This is an optimization exercise on Yosys and OpenROAD, whose aim is a short achievable clock period and few clock cycles per item, not a production implementation. The RTL was checked by simulation tests, not by an equivalence proof against the original design.

==> inputs of job 6995 <==
// mipsCore
module mipsCore
#(
    parameter logic [31:0] resetVector = 32'h0000_0100
) (
    input  logic        clk,
    input  logic        reset,
    input  logic [31:0] memReadData,
    output logic [31:0] memAddr,
    output logic [31:0] memWriteData,
    output logic        memRead,
    output logic        memWrite,
    output logic [3:0]  byteEn,
    output logic        halt
);
    localparam int BB = 5;               
    localparam int NB = 1 << BB;
    localparam int BT = 7;               
    localparam int CB = 6;               
    localparam int NC = 1 << CB;
    localparam int CT = 12 - CB;         
    localparam int PW = 48;
    localparam int PR = 64;              
    logic        halted;
    logic [31:0] fa;
    logic        portData;
    logic [31:0] memAddrR, memWriteDataR;
    logic        memReadR, memWriteR;
    logic [31:0] memAddrI;
    logic        storeNow, firstSlot;
    logic        dValid, dFromMem, dFill, dPredTaken, xPredTaken;
  ...
==> flow/config.mk <==
export PLATFORM = sky130hd
export DESIGN_NAME = mipsCore
export DESIGN_NICKNAME = mipsCore
export VERILOG_FILES = /design/flow/design.v
export SDC_FILE = /design/flow/constraint.sdc
export NUM_CORES = 4
export LEC_CHECK = 0
export CAP_MARGIN = 20
export CORE_MARGIN = 2
export CORE_UTILIZATION = 35
export MIN_ROUTING_LAYER = met2
export PLACE_DENSITY = 0.45
export SETUP_SLACK_MARGIN = 1.0
export SLEW_MARGIN = 20
==> flow/constraint.sdc <==
create_clock -name core_clock -period 13.0 [get_ports {clk}]
set_input_delay 2.6000 -clock core_clock [delete_from_list [all_inputs] [get_ports {clk}]]
set_output_delay 2.6000 -clock core_clock [all_outputs]
set_load 0.01 [all_outputs]
standard.sh (not shown) runs the stock make flow with config.mk's settings and CLKGATE_MAP_FILE= SYNTH_SCRIPT=/design/flow/synth_recipe.tcl, a recipe that flattens the netlist after the stock synthesis.
==> flow/flow/run.sh <==
#!/bin/bash
# The standard flow's own layout (standard.sh), unchanged except that timing repair
# aims for more setup slack than the design's flow asks for, and the
# port buffers are plain buffers (buf_4) rather than the placer's pick.
# The synthesis is the standard one, run first by standard.sh itself.
set -euo pipefail
MARGIN=$(cat flow/setup_margin.txt)
bash standard.sh synth > synth.log 2>&1
sed -E "s/SETUP_SLACK_MARGIN=[^ ]+/SETUP_SLACK_MARGIN=${MARGIN} BUFFER_PORTS_ARGS='-buffer_cell sky130_fd_sc_hd__buf_4'/" standard.sh > standard_margin.sh
bash standard_margin.sh finish > layout.log 2>&1
==> flow/flow/setup_margin.txt <==
8.5
==> inputs of job 8640, as changes to job 6995 <==
--- a/flow/design.v
+++ b/flow/design.v
@@ -175,24 +175,24 @@
     input  logic [31:0] memReadData,
     output logic [31:0] memAddr,
     output logic [31:0] memWriteData,
     output logic        memRead,
     output logic        memWrite,
     output logic [3:0]  byteEn,
     output logic        halt
 );
-    localparam int BB = 5;               
+    localparam int BB = 4;               
     localparam int NB = 1 << BB;
     localparam int BT = 7;               
-    localparam int CB = 6;               
+    localparam int CB = 5;               
     localparam int NC = 1 << CB;
     localparam int CT = 12 - CB;         
-    localparam int PW = 48;
-    localparam int PR = 64;              
+    localparam int PW = 24;
+    localparam int PR = 32;              
     logic        halted;
     logic [31:0] fa;
     logic        portData;
     logic [31:0] memAddrR, memWriteDataR;
     logic        memReadR, memWriteR;
     logic [31:0] memAddrI;
     logic        storeNow, firstSlot;
     logic        dValid, dFromMem, dFill, dPredTaken, xPredTaken;
==> flow/flow/run.sh (replaced) <==
#!/bin/bash
# The standard flow's own layout (standard.sh), unchanged except that: timing repair
# aims for more setup slack than the design's flow asks for; the port
# buffers are plain buffers (buf_4) rather than the placer's pick; and
# global routing offers less of met1/met2 (flow/fastroute.tcl).
# The synthesis is the standard one, run first by standard.sh itself.
set -euo pipefail
MARGIN=$(cat flow/setup_margin.txt)
FR=$(pwd)/flow/fastroute.tcl
bash standard.sh synth > synth.log 2>&1
sed -E "s#SETUP_SLACK_MARGIN=[^ ]+#SETUP_SLACK_MARGIN=${MARGIN} BUFFER_PORTS_ARGS='-buffer_cell sky130_fd_sc_hd__buf_4' FASTROUTE_TCL=${FR}#" standard.sh > standard_margin.sh
bash standard_margin.sh finish > layout.log 2>&1
==> flow/flow/fastroute.tcl (new file) <==
# Global routing layers as the platform sets them, with less of met1 and
# met2 offered to the global router so that it leaves the detailed
# router room for pin access on met1 and moves more wiring up to met3/met4.
set_global_routing_layer_adjustment $::env(MIN_ROUTING_LAYER)-$::env(MAX_ROUTING_LAYER) 0.2
set_global_routing_layer_adjustment met1 0.5
set_global_routing_layer_adjustment met2 0.35

set_routing_layers -clock $::env(MIN_CLK_ROUTING_LAYER)-$::env(MAX_ROUTING_LAYER)
set_routing_layers -signal $::env(MIN_ROUTING_LAYER)-$::env(MAX_ROUTING_LAYER)
==> flow/flow/setup_margin.txt (replaced) <==
8.3
- CORE_UTILIZATION: 35 -> 30
- MIN_ROUTING_LAYER: met2 -> default
- PLACE_DENSITY: 0.45 -> 0.4
==> comparison <==
Job 8640 produced a clean layout. Job 6995 ended with an error in global routing. Synthesized cell count: job 6995 is higher than job 8640 (about 38%). In job 6995 the synthesized area is larger than in job 8640, by 49%.
==> figures <==
Outcome: job 8640 timing/DRC/antenna clean; job 6995 did not finish
Last stage reached: job 8640 -; job 6995 global routing
Parity-gate share of the synthesized area counting xor and xnor cells: job 8640 0.0694; job 6995 0.0678
Placer Congestion: job 8640 1.01; job 6995 1.14
Share of the yosys chip area belonging to registers: job 8640 0.593; job 6995 0.627
Syn Area/Cell: job 8640 11.6 sq um; job 6995 12.6 sq um
Share of cell area taken by muxes after synthesis: job 8640 0.0130; job 6995 0.00895
Initial core utilization: job 8640 0.301; job 6995 0.351
Post-CTS sizing: job 8640 842; job 6995 2,073
Share of the synthesized area in compound gates (AO/OA/AOI/OAI): job 8640 0.179; job 6995 0.170
Die Span X: job 8640 779 microns; job 6995 880 microns
FP Rows: job 8640 284; job 6995 321
Number of flip-flops and latches in the synthesized netlist: job 8640 3,738; job 6995 5,804
Adder and majority gate portion of the synthesized area: job 8640 0.0135; job 6995 0.0105
Post-CTS setup buffers: job 8640 256; job 6995 669
Clock H-tree levels: job 8640 5; job 6995 6
Area fraction in and, or, nand and nor cells after synthesis: job 8640 0.0983; job 6995 0.0863
Post-synth design cell area: job 8640 180,000 sq um; job 6995 269,000 sq um
Number of distinct library cells after synthesis: job 8640 98; job 6995 111
DP Worst Slack: job 8640 5.14 ns; job 6995 4.52 ns
Die Ht: job 8640 779 microns; job 6995 880 microns
Testbench counts of job 6995, summed over its fixed seeds: cycles 35,162, instructions 29,121.
Testbench counts of job 8640, summed over its fixed seeds: cycles 36,452, instructions 29,121.

[re-timing with driven ports]
The flow's constraints put no driver on any port. The routed layout listed below was extracted and timed again, unchanged, in two steps. Step 1 (the two cells are an assumption about what drives the block):
set clk [get_ports {clk}]
set_driving_cell -lib_cell sky130_fd_sc_hd__clkbuf_16 $clk
set_driving_cell -lib_cell sky130_fd_sc_hd__buf_2 [delete_from_list [all_inputs] $clk]
Step 2 moves the port delays by t, midway between the first and last clock arrival at a register: inputs arrive t later, outputs are due t later. That takes back most of the time a late clock gives input paths. Three values: ideal ports, drivers, drivers and shift; two values: the first two.
run: job 8640
shift t [ns]: 1.191
setup slack, ns: 8.009 / 7.966 / 6.776
latest minus earliest clock arrival (ns): 0.108 / 0.107
slew at the worst register clock pin (ns): 0.07 / 0.07
worst data-port slew with drivers (ns): 0.41
After both steps setup and hold are still met in job 8640. The setup slack of job 8640 moves by -0.043 ns with the drivers and by -1.233 ns with both steps.
